What follows belongs to an exercise in optimizing a design on an open flow for small area and a short achievable clock period; a production flow would make more cautious choices.
The RTL was checked by simulation tests, not by an equivalence proof against the original design.
Power figures rest on the tool's default switching activity, not on a simulated workload.

### design/flow/constraint.sdc
create_clock -name core_clock -period 5.0 [get_ports {clk_i}]
set_input_delay 1.0000 -clock core_clock [delete_from_list [all_inputs] [get_ports {clk_i}]]
set_output_delay 1.0000 -clock core_clock [all_outputs]
set_load 0.01 [all_outputs]
### design/flow/design.v
module qspi_mem_responder #(
    parameter int DEPTH        = 256,
    parameter int DUMMY_CYCLES = 6,
    parameter int SYNC_STAGES  = 2
) (
    input  logic                     clk_i,
    input  logic                     rst_i,
    input  logic                     cs_in,
    input  logic                     sck_i,
    input  logic [3:0]               sd_i,
    output logic [3:0]               sd_o,
    output logic [3:0]               sd_oen_o,
    input  logic                     bd_we_i,
    input  logic [$clog2(DEPTH)-1:0] bd_addr_i,
    input  logic [7:0]               bd_data_i
);
    localparam int NSLOT = 16;               
    localparam int NBYTE = DEPTH / NSLOT;    
    localparam int AW    = $clog2(DEPTH);
    localparam int BW    = $clog2(NBYTE);    
    localparam int PW    = AW - BW;          
    localparam logic [3:0] HDR_OP   = 4'd1;
    localparam logic [3:0] HDR_ADDR = 4'd7;
    localparam logic [3:0] HDR_LAST = 4'(7 + DUMMY_CYCLES);
    typedef enum logic [2:0] {
        ST_IDLE,
        ST_HDR,
        ST_RWAIT,
        ST_RDATA,
        ST_WDATA,
        ST_IGNORE
    } state_t;
    logic [SYNC_STAGES-1:0]      cs_sync_reg;
    logic [SYNC_STAGES-1:0]      sck_sync_reg;
    logic [SYNC_STAGES-1:0][3:0] sd_sync_reg;
    always_ff @(posedge clk_i) begin
        if (rst_i) cs_sync_reg <= '1;
        else       cs_sync_reg <= {cs_sync_reg[SYNC_STAGES-2:0], cs_in};
        sck_sync_reg <= {sck_sync_reg[SYNC_STAGES-2:0], sck_i};
        sd_sync_reg  <= {sd_sync_reg[SYNC_STAGES-2:0], sd_i};
    end
    logic       cs_s, sck_s;
    logic [3:0] sd_s;
    assign cs_s  = cs_sync_reg[SYNC_STAGES-1];
    assign sck_s = sck_sync_reg[SYNC_STAGES-1];
    assign sd_s  = sd_sync_reg[SYNC_STAGES-1];
    logic                   sck_rise_reg, sck_fall_reg;
    logic                   cs_prev_reg;
    logic [SYNC_STAGES-1:0] flush_reg;
    logic                   armed_reg;
    always_ff @(posedge clk_i) begin
        sck_rise_reg <= !rst_i && !cs_sync_reg[SYNC_STAGES-2]
                        && sck_sync_reg[SYNC_STAGES-2] && !sck_sync_reg[SYNC_STAGES-1];
        sck_fall_reg <= !rst_i && !cs_sync_reg[SYNC_STAGES-2]
                        && !sck_sync_reg[SYNC_STAGES-2] && sck_sync_reg[SYNC_STAGES-1];
        if (rst_i) begin
            cs_prev_reg <= 1'b1;
            flush_reg   <= '0;
            armed_reg   <= 1'b0;
        end else begin
            cs_prev_reg <= cs_s;
            flush_reg   <= (flush_reg << 1) | SYNC_STAGES'(1);
            if (flush_reg[SYNC_STAGES-1] && cs_s)
                armed_reg <= 1'b1;
        end
    end
    logic sck_rise, sck_fall, cs_fall;
    assign sck_rise = sck_rise_reg;
    assign sck_fall = sck_fall_reg;
    assign cs_fall  = armed_reg & cs_prev_reg & ~cs_s;
    logic [PW-1:0] rot_reg;
    logic          rot_init_reg;
    always_ff @(posedge clk_i) begin
        if (rst_i)
            rot_init_reg <= 1'b1;
        if (!rst_i || rot_init_reg)
            rot_reg <= rot_reg + PW'(1);
        else
            rot_reg <= '0;
    end
    state_t     state_reg;
    logic [3:0] hdr_cnt_reg;     
    logic [3:0] shift_reg;
    logic [7:0] shift_next;
    logic       is_read_reg;
    logic [AW-1:0] addr_reg;     
    logic       rd_phase_reg;    
    logic       wr_half_reg;     
    logic       fetch_on_reg;    
    logic       start_reg;       
    logic       rbuf_vld_reg;    
    logic [7:0] rbuf_reg;
    logic [7:0] cur_reg;         
    logic [7:0] cur_next;
    logic       rd_phase_next;
    assign shift_next = {shift_reg, sd_s};
    logic [PW-1:0] tap_pos_reg;   
    logic          tap_hit;
    logic [7:0]    tap_byte;
    logic          consume;
    logic          fetch;
    assign tap_hit = (tap_pos_reg == '0);
    logic          rd_active;
    assign rd_active = (state_reg == ST_RWAIT) || (state_reg == ST_RDATA);
    assign consume = rd_active && sck_fall && !rd_phase_reg;
    assign fetch   = fetch_on_reg && tap_hit && (!rbuf_vld_reg || consume);
    assign cur_next = consume ? rbuf_reg : cur_reg;
    always_comb begin
        rd_phase_next = rd_phase_reg;
        if (state_reg == ST_HDR && sck_rise && hdr_cnt_reg == HDR_ADDR)
            rd_phase_next = 1'b0;
        else if (rd_active && sck_fall)
            rd_phase_next = !rd_phase_reg;
    end
    always_ff @(posedge clk_i) rd_phase_reg <= rd_phase_next;
    logic wr_commit;
    assign wr_commit = (state_reg == ST_WDATA) && sck_rise && wr_half_reg;
    always_ff @(posedge clk_i) begin
        if (fetch)
            rbuf_reg <= tap_byte ^ {8{rot_reg[0]}};
        cur_reg <= cur_next;
        if (sck_rise)
            shift_reg <= shift_next[3:0];
        sd_o <= rd_phase_next ? cur_next[7:4] : cur_next[3:0];
    end
    state_t state_next;
    always_comb begin
        state_next = state_reg;
        if (rst_i || cs_s) begin
            state_next = ST_IDLE;
        end else begin
            case (state_reg)
                ST_IDLE:   if (cs_fall) state_next = ST_HDR;
                ST_HDR: begin
                    if (sck_rise) begin
                        if (hdr_cnt_reg == HDR_OP) begin
                            if (shift_next != 8'hEB && shift_next != 8'h38)
                                state_next = ST_IGNORE;
                        end
                        if (hdr_cnt_reg == HDR_ADDR && !is_read_reg)
                            state_next = ST_WDATA;
                        if (hdr_cnt_reg == HDR_LAST)
                            state_next = ST_RWAIT;
                    end
                end
                ST_RWAIT:  if (sck_fall) state_next = ST_RDATA;
                default: ;
            endcase
        end
    end
    always_ff @(posedge clk_i) begin
        state_reg <= state_next;
        sd_oen_o  <= {4{state_next == ST_RDATA}};
    end
    always_ff @(posedge clk_i) begin
        if (state_reg == ST_IDLE) begin
            hdr_cnt_reg  <= '0;
            fetch_on_reg <= 1'b0;
        end else begin
            if (state_reg == ST_HDR && sck_rise)
                hdr_cnt_reg <= hdr_cnt_reg + 4'd1;
            if (start_reg)
                fetch_on_reg <= 1'b1;
        end
        if (start_reg)
            tap_pos_reg <= addr_reg[AW-1:BW] + rot_reg + PW'(1);
        else if (fetch && (addr_reg[BW-1:0] == '1))
            tap_pos_reg <= PW'(2);
        else
            tap_pos_reg <= tap_pos_reg + PW'(1);
        if (state_reg == ST_HDR && sck_rise && hdr_cnt_reg == HDR_OP)
            is_read_reg <= shift_next[0];    
        if (state_reg == ST_HDR && sck_rise && hdr_cnt_reg == HDR_ADDR) begin
            addr_reg     <= shift_next[AW-1:0];
            start_reg    <= is_read_reg;
            rbuf_vld_reg <= 1'b0;
            wr_half_reg  <= 1'b0;
        end else begin
            start_reg <= 1'b0;
            if (fetch || wr_commit)
                addr_reg <= addr_reg + AW'(1);
            if (fetch)
                rbuf_vld_reg <= 1'b1;
            else if (consume)
                rbuf_vld_reg <= 1'b0;
            if (state_reg == ST_WDATA && sck_rise)
                wr_half_reg <= !wr_half_reg;
        end
    end
    logic          wa_v_reg;
    logic [AW-1:0] wa_addr_reg;
    logic [7:0]    wa_data_reg;
    always_ff @(posedge clk_i) begin
        wa_v_reg <= wr_commit | bd_we_i;
        if (state_reg == ST_WDATA) begin
            wa_addr_reg <= addr_reg;
            wa_data_reg <= {shift_reg, sd_s};
        end else begin
            wa_addr_reg <= bd_addr_i;
            wa_data_reg <= bd_data_i;
        end
    end
    logic [PW-1:0]    wslot;
    logic [NSLOT-1:0] slot_hit, slot_miss;    
    logic [NBYTE-1:0] byte_hit, byte_miss;    
    logic [7:0]       wdata_n_reg;
    logic [NSLOT-1:0] slot_hit_next;
    logic [NBYTE-1:0] byte_hit_next;
    assign wslot = wa_addr_reg[AW-1:BW] + rot_reg;
    always_comb begin
        for (int p = 0; p < NSLOT; p++)
            slot_hit_next[p] = wa_v_reg && (wslot == PW'(p));
        for (int b = 0; b < NBYTE; b++)
            byte_hit_next[b] = (wa_addr_reg[BW-1:0] == BW'(b));
    end
    always_ff @(posedge clk_i) begin
        slot_hit    <= slot_hit_next;
        slot_miss   <= ~slot_hit_next;
        byte_hit    <= byte_hit_next;
        byte_miss   <= ~byte_hit_next;
        wdata_n_reg <= ~(wa_data_reg ^ {8{rot_reg[0]}});
    end
    logic [NSLOT-1:0][NBYTE-1:0][7:0] ring_reg;
    logic [NSLOT-1:0][NBYTE-1:0][7:0] ring_next;
    genvar gp, gb;
    generate
        for (gp = 0; gp < NSLOT; gp++) begin : g_slot
            for (gb = 0; gb < NBYTE; gb++) begin : g_byte
                logic sel, sel_n;
                assign sel   = ~(slot_miss[gp] | byte_miss[gb]);
                assign sel_n = ~(slot_hit[gp] & byte_hit[gb]);
                assign ring_next[gp][gb] =
                    ~((ring_reg[(gp + NSLOT - 1) % NSLOT][gb] | {8{sel}})
                      & ({8{sel_n}} | wdata_n_reg));
            end
        end
    endgenerate
    always_ff @(posedge clk_i) ring_reg <= ring_next;
    assign tap_byte = ring_reg[NSLOT-2][addr_reg[BW-1:0]];
endmodule
### design/flow/run.sh
#!/bin/bash
# synth_recipe.tcl (not shown) runs the flow's synth.tcl, then flattens the netlist and writes it again
# the make line also repeats each setting of config.mk as NAME=value (left out here)
make -C /OpenROAD-flow-scripts/flow DESIGN_CONFIG=/design/flow/config.mk WORK_HOME=/design/flow/orfs CLKGATE_MAP_FILE= SYNTH_SCRIPT=/design/flow/synth_recipe.tcl finish
### design/flow/config.mk
export PLATFORM = sky130hd
export DESIGN_NAME = qspi_mem_responder
export DESIGN_NICKNAME = qspi_mem_responder
export VERILOG_FILES = /design/flow/design.v
export SDC_FILE = /design/flow/constraint.sdc
export NUM_CORES = 4
export LEC_CHECK = 0
export CAP_MARGIN = 20
export CORE_MARGIN = 2
export CORE_UTILIZATION = 65
export CTS_CLUSTER_DIAMETER = 80
export CTS_CLUSTER_SIZE = 30
export PLACE_DENSITY = 0.72
export SETUP_SLACK_MARGIN = 3.0
export SLEW_MARGIN = 20
==> summary.txt <==
==> stage by stage <==
step                      hold WS, ps  setup WS, ps  utilization (%)  std cells
after floorplan                   310          3020                -       5483
after global placement            312          2230             66.6       6450
after detailed placement          312          2160             66.6       6450
after CTS                         328          2770             69.2       6562
after global routing              337          2770             69.4       6568
final                             328          2790             69.4       6569
==> power breakdown <==
group	switching, W	total [W]	internal [W]
Combinational	0.000690	0.00112	0.000432
Sequential	0.000614	0.0194	0.0188
Clock	0.00502	0.00824	0.00322
Total	0.00632	0.0287	0.0224
==> layout by cell type (no fill, tap or decap), drive strengths merged, types with 4 or more instances in the layout <==
master            n
nand2b            6
o21ai             8
nand3            12
mux2             28
clkbuf           94
xor2             10
o22ai          2051
nand2           304
nor3b             4
nor2b            13
inv              27
nand4             4
mux4             32
a21oi            17
buf              62
ha               13
a211oi            9
mux2i             8
edfxtp           21
clkdlybuf4s50    24
xnor2            28
dfxtp          2188
nor2            298
==> kinds of logic (layout without fill, tap and decap cells) <==
logic type | after synthesis | after routing | synth area share, %
muxes | 68 | 68 | 1.87
adders and majority gates | 15 | 15 | 0.319
DFF | 2209 | 2209 | 69.9
AOI/OAI and AO/OA | 2090 | 2090 | 20.6
other | 0 | 1 | 0
buffers and inverters | 402 | 211 | 2.59
and+or+nand+nor | 661 | 661 | 4.18
xor gates and xnor gates | 38 | 38 | 0.524
==> per-layer routing <==
layer  routed length (um)  track usage [%]
met1                72200             45.8
met2                80200             54.5
met3                15800             6.27
met4                 8050             14.4
met5                    0                0
==> worst max path at each step <==
stage / cells after the start / slack (ps) / from / to
after floorplan: 6 / 3020 / rot_reg[0] / tap_pos_reg[1]
after global routing: 1 / 2770 / sd_o[3] / sd_o[3]
after detailed placement: 5 / 2160 / addr_reg[0] / rbuf_reg[3]
after CTS: 1 / 2770 / sd_o[3] / sd_o[3]
after global placement: 5 / 2230 / addr_reg[0] / rbuf_reg[3]
final: 1 / 2790 / sd_o[3] / sd_o[3]
==> final cells by class <==
type / count / area (um2) / share of cell area (%)
inverters: 27 / 105 / 0.157
clock buffers: 94 / 2200 / 3.28
multi-input cells: 2872 / 17600 / 26.2
clock inverters: 4 / 48.8 / 0.0727
flip-flops and latches: 2209 / 44500 / 66.4
diodes: 1 / 2.50 / 0.00373
repair buffers: 86 / 1060 / 1.58
well taps: 1276 / 1600 / 2.38
==> repair_timing <==
action / CTS / global route
endpoints found under the hold margin: 0 / 0
hold buffers: 0 / 0
resized for setup: 80 / 19
pin swaps: 18 / 14
setup endpoints to repair: 192 / 236
buffers inserted: 13 / 6
cloned: 1 / 0
==> qor.tcl <==
set qor(power.leakage_nw) 24.5
set qor(power.ir.vdd_worst_v) 0.000323
set qor(postSynthCellCount) 5483
set qor(status) {finished clean}
set qor(critical_path.startpoint_type) {flop}
set qor(synth.avg_cell_area_um2) 11.6
set qor(yosysTopAreaCell) {sky130_fd_sc_hd__dfxtp_1}
set qor(cts_tree) {built}
set qor(worstReg2RegStart) {addr_reg[0]}
set qor(io_buffer_count) 32
set qor(worst_hold_path.endpoint) {sd_sync_reg[5]}
set qor(finalCritPeriodShare_pct) 44.2
set qor(core_region_area_um2) 96700
set qor(worstSetupEndpointType) {output port}
set qor(critPathArrivalTime_ps) 1210
set qor(worst_r2r_path_depth) 7
set qor(number_of_storage_elements_in_the_synthesis_netlist) 2209
set qor(synth_nets) 5523
set qor(power_density_nw_per_um2) 428
set qor(cts-root-buf) {sky130_fd_sc_hd__clkbuf_16}
set qor(final.setup_skew_ps) 33.5
set qor(top_reg_cell_synth) {sky130_fd_sc_hd__dfxtp_1}
set qor(worstSetupPathType) {reg -> out}
set qor(syn_to_final_growth_pct) 5.59
set qor(ports_placed_on_the_boundary) 33
set qor(detail_route.wirelength_um) 176000
set qor(critPathMaxFanout) 1
set qor(route.detailed.drc) 0
set qor(cts.sinks) 2209
set qor(cts.clk_slew.worst_paths_ps) 110
set qor(rsz_0062_raised_after_global_routing) {yes}
set qor(finalWeightedCongestion) 0.863
set qor(number_of_flops_mapped_to_enable_cells_by_yosys) 21
set qor(place.detailed.hpwl_um) 97200
set qor(wire_per_inst_um) 26.8
set qor(setup_viol) 0
set qor(post-synth-top-area-fraction_pct) 68.9
set qor(max_slew_margin_pct) 14.0
set qor(hold_class) {reg -> reg}
set qor(synth.cells.most_frequent) {sky130_fd_sc_hd__dfxtp_1, sky130_fd_sc_hd__o22ai_1, sky130_fd_sc_hd__clkbuf_1}
set qor(slowest_stage) {sky130_fd_sc_hd__dfxtp_4}
set qor(cts-buffers-inserted) 83
set qor(fin_area_um2) 67100
set qor(insertion_delay_ps) 720
set qor(cts-root-to-sink-buffers) 3
set qor(first_global_vias) 42200
set qor(fraction_of_registers_with_async_set_or_reset_after_synthesis_pct) 0
set qor(layout-drive-gt1-share_pct) 5.10
set qor(maxCapViolations) 0
set qor(synth.area.top_cells) {sky130_fd_sc_hd__dfxtp_1, sky130_fd_sc_hd__o22ai_1, sky130_fd_sc_hd__clkbuf_1}
set qor(share_of_the_yosys_chip_area_belonging_to_registers_pct) 69.9
set qor(tns_ps) 0
set qor(antenna_found_initial) 0
set qor(n_fill_cell) 7018
set qor(worst-r2r-setup-slack_ps) 2950
set qor(timing_worst_slew_pin_value_ps) 1290
set qor(die_area_um2) 100000
set qor(wire_length_of_the_first_global_routing_pass_um) 260000
set qor(worst_r2r_endpoint) {rbuf_reg[3]}
set qor(via_count) 44400
set qor(synth_most_common_cell) {sky130_fd_sc_hd__dfxtp_1}
set qor(chipHeight_um) 317
set qor(drt_first_iter_violations) 5023
set qor(total_chip_power_w) 0.0287
set qor(final_period_minus_worst_setup_slack_ps) 2210
set qor(antenna_violating_nets_post_route) 0
set qor(crit_path_max_incr_delay_ps) 380
set qor(required_ps) 4000
set qor(htreeDepth) 3
set qor(die_x_um) 317
set qor(grt_remaining_overflow) 0
set qor(synth.cell_area_um2) 63500
set qor(grt_max_degree) 120
set qor(ys.warnings.count) 1
set qor(starting_density_of_the_core_pct) 65.7
set qor(hold_path_startpoint) {sd_sync_reg[1]}
set qor(timing.final.max_slew_violations) 0
set qor(hold_viol_final) 0
set qor(grtUsageTotal_pct) 34.1
set qor(critical_path.n_buffers_inverters) 1
set qor(hold_depth) 0
set qor(yosys.cell_types.count) 53
set qor(max_freq_ghz) 0.453
set qor(place_area_um2) 64400
set qor(fin_nets) 5319
set qor(critPathTopFamily) {flip-flops}
set qor(largest_register_ffs) 2048
set qor(vias_per_cell) 6.76
set qor(path_cells) {buf_6}
set qor(row_count) 114
set qor(detailedRoute.firstPassIterationCount) 6

-- what the ideal ports hide --
The flow's constraints put no driver on any port. The routed layout listed below was extracted and timed again, unchanged, in two steps. Step 1 sets driving cells, clkbuf_16 on the clock port and buf_2 on the other inputs (assumed; they add their load-dependent delay and slew). Step 2 moves the port delays by t, midway between the first and last clock arrival at a register: inputs arrive t later, outputs are due t later. That takes back most of the time a late clock gives input paths. Three values: no drivers, after step 1, after step 2; two values: the first two.
shift t [ns]: 0.774
setup slack, ns: 2.792 / 2.718 / 2.752
hold WS [ns]: 0.328 / 0.328 / 0.328
worst slew at a driven data input, ns: 0.08
pins driven straight from the clock port: 1
After both steps setup and hold are still met in this run. The setup slack of this run moves by -0.074 ns with the drivers and by -0.040 ns with both steps.
